This design comes from an exercise in tuning for small area, a short achievable clock period and few clock cycles per item on the open sky130 flow, not from production work.

==> 10-17 <==
## pow_stream
module pow_stream #(
  parameter int DATA_W = 32,
  parameter int EXP_W  = 3,
  parameter int ID_W   = 1
) (
  input  logic              clk,
  input  logic              aresetn,
  input  logic              s_tvalid,
  output logic              s_tready,
  input  logic [DATA_W-1:0] s_tdata,
  input  logic [EXP_W-1:0]  s_texp,
  input  logic [ID_W-1:0]   s_tid,
  input  logic              s_tlast,
  output logic              m_tvalid,
  input  logic              m_tready,
  output logic [DATA_W-1:0] m_tdata,
  output logic [ID_W-1:0]   m_tid,
  output logic              m_tlast,
  output logic              m_tovf
);
export LEC_CHECK = 0
export CAP_MARGIN = 20
export CORE_MARGIN = 2
export CORE_UTILIZATION = 40
export SLEW_MARGIN = 20
create_clock -name core_clock -period 7.6 [get_ports {clk}]
run.sh (not shown) runs the stock make flow with config.mk's settings and CLKGATE_MAP_FILE= SYNTH_SCRIPT=/design/flow/synth_recipe.tcl, a recipe that flattens the netlist after the stock synthesis.
==> 08-14 (differences from 10-17) <==
--- a/flow/design.v
+++ b/flow/design.v
@@ -16,31 +16,30 @@
   output logic [DATA_W-1:0] m_tdata,
   output logic [ID_W-1:0]   m_tid,
   output logic              m_tlast,
   output logic              m_tovf
 );
   logic              r_busy;
   logic [1:0]        r_ops;     
-  logic [2:0]        r_sel;     
-  logic [DATA_W-1:0] r_p;       
-  logic [DATA_W-1:0] r_q;       
-  logic [DATA_W-1:0] r_x;       
+  logic [3:0]        r_sel;     
+  logic [DATA_W-1:0] r_p;
+  logic [DATA_W-1:0] r_x;
   logic [ID_W-1:0]   r_id;
   logic              r_last;
   logic              o_v;
   logic [DATA_W-1:0] o_data;
   logic [ID_W-1:0]   o_id;
   logic              o_last;
   logic              w_out_free;
   logic              w_done;
   logic              w_step;
   logic              w_take;
   logic [DATA_W-1:0] w_prod;
   logic [1:0]        w_ops;
-  logic [2:0]        w_sel;
+  logic [3:0]        w_sel;
   logic [DATA_W-1:0] mm_a, mm_b, mm_y;
   logic mm_n0;
   logic mm_n1;
   logic mm_n2;
   logic mm_n3;
   logic mm_n4;
   logic mm_n5;
@@ -2899,25 +2898,26 @@
   assign mm_r1 = {mm_n1427, mm_n1396, mm_n1338, mm_n1282, mm_n1228, mm_n1176, mm_n1126, mm_n1078, mm_n1032, mm_n988, mm_n946, mm_n906, mm_n868, mm_n832, mm_n798, mm_n766, mm_n736, mm_n708, mm_n682, mm_n658, mm_n636, mm_n616, mm_n598, mm_n582, mm_n568, mm_n556, mm_n546, mm_n536, mm_n532, mm_n528, mm_n32, 1'b0};
   assign mm_y = mm_r0 + mm_r1;
   assign w_out_free = ~o_v | m_tready;
   assign w_done     = r_busy & (r_ops == 2'd0) & w_out_free;
   assign w_step     = r_busy & (r_ops != 2'd0);
   assign w_take     = s_tvalid & s_tready;
   assign s_tready   = aresetn & (~r_busy | w_done);
-  assign mm_a = r_q;
-  assign mm_b = r_p;
+  assign mm_a   = r_sel[0] ? r_x : r_p;
+  assign mm_b   = r_p;
   assign w_prod = mm_y;
   always_comb begin
     case (s_texp)
-      3'd3:    begin w_ops = 2'd1; w_sel = 3'b001; end
-      3'd4:    begin w_ops = 2'd1; w_sel = 3'b000; end
-      3'd5:    begin w_ops = 2'd2; w_sel = 3'b010; end
-      3'd6:    begin w_ops = 2'd2; w_sel = 3'b001; end
-      3'd7:    begin w_ops = 2'd3; w_sel = 3'b101; end
-      default: begin w_ops = 2'd0; w_sel = 3'b000; end
+      3'd2:    begin w_ops = 2'd0; w_sel = 4'b0000; end
+      3'd3:    begin w_ops = 2'd1; w_sel = 4'b0010; end
+      3'd4:    begin w_ops = 2'd1; w_sel = 4'b0000; end
+      3'd5:    begin w_ops = 2'd2; w_sel = 4'b0100; end
+      3'd6:    begin w_ops = 2'd2; w_sel = 4'b0010; end
+      3'd7:    begin w_ops = 2'd3; w_sel = 4'b1010; end
+      default: begin w_ops = 2'd0; w_sel = 4'b0001; end
     endcase
   end
   always_ff @(posedge clk or negedge aresetn) begin
     if (!aresetn) begin
       r_busy <= 1'b0;
       o_v    <= 1'b0;
     end else begin
@@ -2928,23 +2928,21 @@
     end
   end
   always_ff @(posedge clk) begin
     if (w_take) begin
       r_ops  <= w_ops;
       r_sel  <= w_sel;
       r_p    <= (s_texp == 3'd0) ? DATA_W'(1) : s_tdata;
-      r_q    <= (s_texp <= 3'd1) ? DATA_W'(1) : s_tdata;
-      r_x    <= s_tdata;
+      r_x    <= (s_texp[2:1] == 2'd0) ? DATA_W'(1) : s_tdata;
       r_id   <= s_tid;
       r_last <= s_tlast;
     end else if (w_step) begin
       r_ops  <= r_ops - 2'd1;
-      r_sel  <= {1'b0, r_sel[2:1]};
+      r_sel  <= {1'b0, r_sel[3:1]};
       r_p    <= w_prod;
-      r_q    <= r_sel[0] ? r_x : w_prod;
     end
     if (w_done) begin
       o_data <= w_prod;
       o_id   <= r_id;
       o_last <= r_last;
     end
   end
==> flow/config.mk (replaced) <==
export PLATFORM = sky130hd
export DESIGN_NAME = pow_stream
export DESIGN_NICKNAME = pow_stream
export VERILOG_FILES = /design/flow/design.v
export SDC_FILE = /design/flow/constraint.sdc
export NUM_CORES = 4
export LEC_CHECK = 0
export ABC_AREA = 1
export CAP_MARGIN = 20
export CORE_MARGIN = 2
export CORE_UTILIZATION = 40
export SLEW_MARGIN = 20
==> 11-07 (differences from 10-17) <==
--- a/flow/config.mk
+++ b/flow/config.mk
@@ -4,8 +4,9 @@
 export VERILOG_FILES = /design/flow/design.v
 export SDC_FILE = /design/flow/constraint.sdc
 export NUM_CORES = 4
 export LEC_CHECK = 0
 export CAP_MARGIN = 20
 export CORE_MARGIN = 2
 export CORE_UTILIZATION = 40
+export SETUP_SLACK_MARGIN = 2.5
 export SLEW_MARGIN = 20
==> summary.txt <==
                                                                                      11-07                    08-14                    10-17
Outcome                                                             complete, no violations  complete, no violations  complete, no violations
Global-route wire length before repair                                       105000 microns           112000 microns            99200 microns
Register area share after synthesis                                                   20.2%                    16.3%                    20.2%
Width of the die                                                                231 microns              227 microns              231 microns
Critical path origin                                                                 r_q[4]                 r_sel[0]                   r_p[9]
Proportion of cell area occupied by registers                                         15.5%                    14.5%                    18.2%
Layout clock buffer count                                                                17                        9                       18
Post-synthesis cell count                                                              2084                     2445                     2084
Synthesized-area fraction occupied by xor and xnor cells                              3.63%                    1.77%                    3.63%
Total standard cell area after synthesis                                        20600 sq um              19800 sq um              20600 sq um
Multi-input gate share of total cell area                                             58.9%                    62.0%                    62.7%
Clock slew seen by the registers of the worst setup and hold paths                  0.06 ns                  0.08 ns                  0.06 ns
Function was not checked in any run of this note: the RTL went through the layout flow alone.

==> trial 97: inputs <==
pow_stream, a different RTL version from the one above (not shown whole).
make LEC_CHECK=0 CAP_MARGIN=20 CORE_MARGIN=2 CORE_UTILIZATION=40 SETUP_SLACK_MARGIN=2.5 SLEW_MARGIN=20 finish   # period 7.6 ns
==> inputs of trial 72, as changes to trial 97 <==
--- a/flow/design.v
+++ b/flow/design.v
@@ -16,31 +16,30 @@
   output logic [DATA_W-1:0] m_tdata,
   output logic [ID_W-1:0]   m_tid,
   output logic              m_tlast,
   output logic              m_tovf
 );
   logic              r_busy;
   logic [1:0]        r_ops;     
-  logic [2:0]        r_sel;     
-  logic [DATA_W-1:0] r_p;       
-  logic [DATA_W-1:0] r_q;       
-  logic [DATA_W-1:0] r_x;       
+  logic [3:0]        r_sel;     
+  logic [DATA_W-1:0] r_p;
+  logic [DATA_W-1:0] r_x;
   logic [ID_W-1:0]   r_id;
   logic              r_last;
   logic              o_v;
   logic [DATA_W-1:0] o_data;
   logic [ID_W-1:0]   o_id;
   logic              o_last;
   logic              w_out_free;
   logic              w_done;
   logic              w_step;
   logic              w_take;
   logic [DATA_W-1:0] w_prod;
   logic [1:0]        w_ops;
-  logic [2:0]        w_sel;
+  logic [3:0]        w_sel;
   logic [DATA_W-1:0] mm_a, mm_b, mm_y;
   logic mm_n0;
   logic mm_n1;
   logic mm_n2;
   logic mm_n3;
   logic mm_n4;
   logic mm_n5;
@@ -1607,25 +1606,26 @@
   assign mm_r1 = {mm_n767, mm_n766, mm_n738, mm_n710, mm_n682, mm_n656, mm_n630, mm_n606, mm_n582, mm_n560, mm_n538, mm_n518, mm_n498, mm_n480, mm_n462, mm_n446, mm_n430, mm_n416, mm_n402, mm_n390, mm_n378, mm_n368, mm_n358, mm_n350, mm_n342, mm_n336, mm_n330, mm_n326, mm_n322, mm_n320, 1'b0, mm_n3};
   assign mm_y = mm_r0 + mm_r1;
   assign w_out_free = ~o_v | m_tready;
   assign w_done     = r_busy & (r_ops == 2'd0) & w_out_free;
   assign w_step     = r_busy & (r_ops != 2'd0);
   assign w_take     = s_tvalid & s_tready;
   assign s_tready   = aresetn & (~r_busy | w_done);
-  assign mm_a = r_q;
-  assign mm_b = r_p;
+  assign mm_a   = r_sel[0] ? r_x : r_p;
+  assign mm_b   = r_p;
   assign w_prod = mm_y;
   always_comb begin
     case (s_texp)
-      3'd3:    begin w_ops = 2'd1; w_sel = 3'b001; end
-      3'd4:    begin w_ops = 2'd1; w_sel = 3'b000; end
-      3'd5:    begin w_ops = 2'd2; w_sel = 3'b010; end
-      3'd6:    begin w_ops = 2'd2; w_sel = 3'b001; end
-      3'd7:    begin w_ops = 2'd3; w_sel = 3'b101; end
-      default: begin w_ops = 2'd0; w_sel = 3'b000; end
+      3'd2:    begin w_ops = 2'd0; w_sel = 4'b0000; end
+      3'd3:    begin w_ops = 2'd1; w_sel = 4'b0010; end
+      3'd4:    begin w_ops = 2'd1; w_sel = 4'b0000; end
+      3'd5:    begin w_ops = 2'd2; w_sel = 4'b0100; end
+      3'd6:    begin w_ops = 2'd2; w_sel = 4'b0010; end
+      3'd7:    begin w_ops = 2'd3; w_sel = 4'b1010; end
+      default: begin w_ops = 2'd0; w_sel = 4'b0001; end
     endcase
   end
   always_ff @(posedge clk or negedge aresetn) begin
     if (!aresetn) begin
       r_busy <= 1'b0;
       o_v    <= 1'b0;
     end else begin
@@ -1636,23 +1636,21 @@
     end
   end
   always_ff @(posedge clk) begin
     if (w_take) begin
       r_ops  <= w_ops;
       r_sel  <= w_sel;
       r_p    <= (s_texp == 3'd0) ? DATA_W'(1) : s_tdata;
-      r_q    <= (s_texp <= 3'd1) ? DATA_W'(1) : s_tdata;
-      r_x    <= s_tdata;
+      r_x    <= (s_texp[2:1] == 2'd0) ? DATA_W'(1) : s_tdata;
       r_id   <= s_tid;
       r_last <= s_tlast;
     end else if (w_step) begin
       r_ops  <= r_ops - 2'd1;
-      r_sel  <= {1'b0, r_sel[2:1]};
+      r_sel  <= {1'b0, r_sel[3:1]};
       r_p    <= w_prod;
-      r_q    <= r_sel[0] ? r_x : w_prod;
     end
     if (w_done) begin
       o_data <= w_prod;
       o_id   <= r_id;
       o_last <= r_last;
     end
   end
SETUP_SLACK_MARGIN = not set   (was 2.5)
==> summary.txt <==
Between trial 72 and trial 97, the lower via count is in trial 72 (gap about 13%, measured against trial 97). Of trial 97 and trial 72, trial 97 has the higher non-clock buffer count (gap 266). In trial 97 the hold slack is better than in trial 72, by 2.1 ps. Of trial 97 and trial 72, trial 97 has the higher final cell count (gap about 14%, measured against trial 72).
Function was not checked in any run of this note: the RTL went through the layout flow alone.

==> separate check: timing with driven ports <==
In the flow no input, the clock included, has a driving cell. The finished layouts below were timed again as built, in two steps. Step 1, drivers: a clkbuf_16 drives clk and a buf_2 each remaining input, both assumed. Step 2 times the ports against the registers' clock, not the clock port: input delays grow and output delays shrink by t, the midpoint of the rising clock arrivals with the driver on. a / b / c = ideal / step 1 / step 2; a / b = the first two.
| run | t, ns | setup WS [ns] | worst register clock-pin slew, ns | worst data-port slew with drivers (ns) | pins driven straight from the clock port |
|---|---|---|---|---|---|
| 10-17 | 0.487 | 0.183 / 0.183 / 0.183 | 0.07 / 0.07 | 0.06 | 1 |
| 08-14 | 0.408 | 0.308 / 0.308 / 0.308 | 0.08 / 0.08 | 0.04 | 1 |
| 11-07 | 0.466 | 1.041 / 1.041 / 1.041 | 0.07 / 0.07 | 0.06 | 1 |
| trial 97 | 0.513 | 1.293 / 1.293 / 1.293 | 0.09 / 0.09 | 0.06 | 1 |
| trial 72 | 0.405 | 0.232 / 0.232 / 0.232 | 0.08 / 0.08 | 0.05 | 1 |
After both steps setup and hold are still met in every run listed.
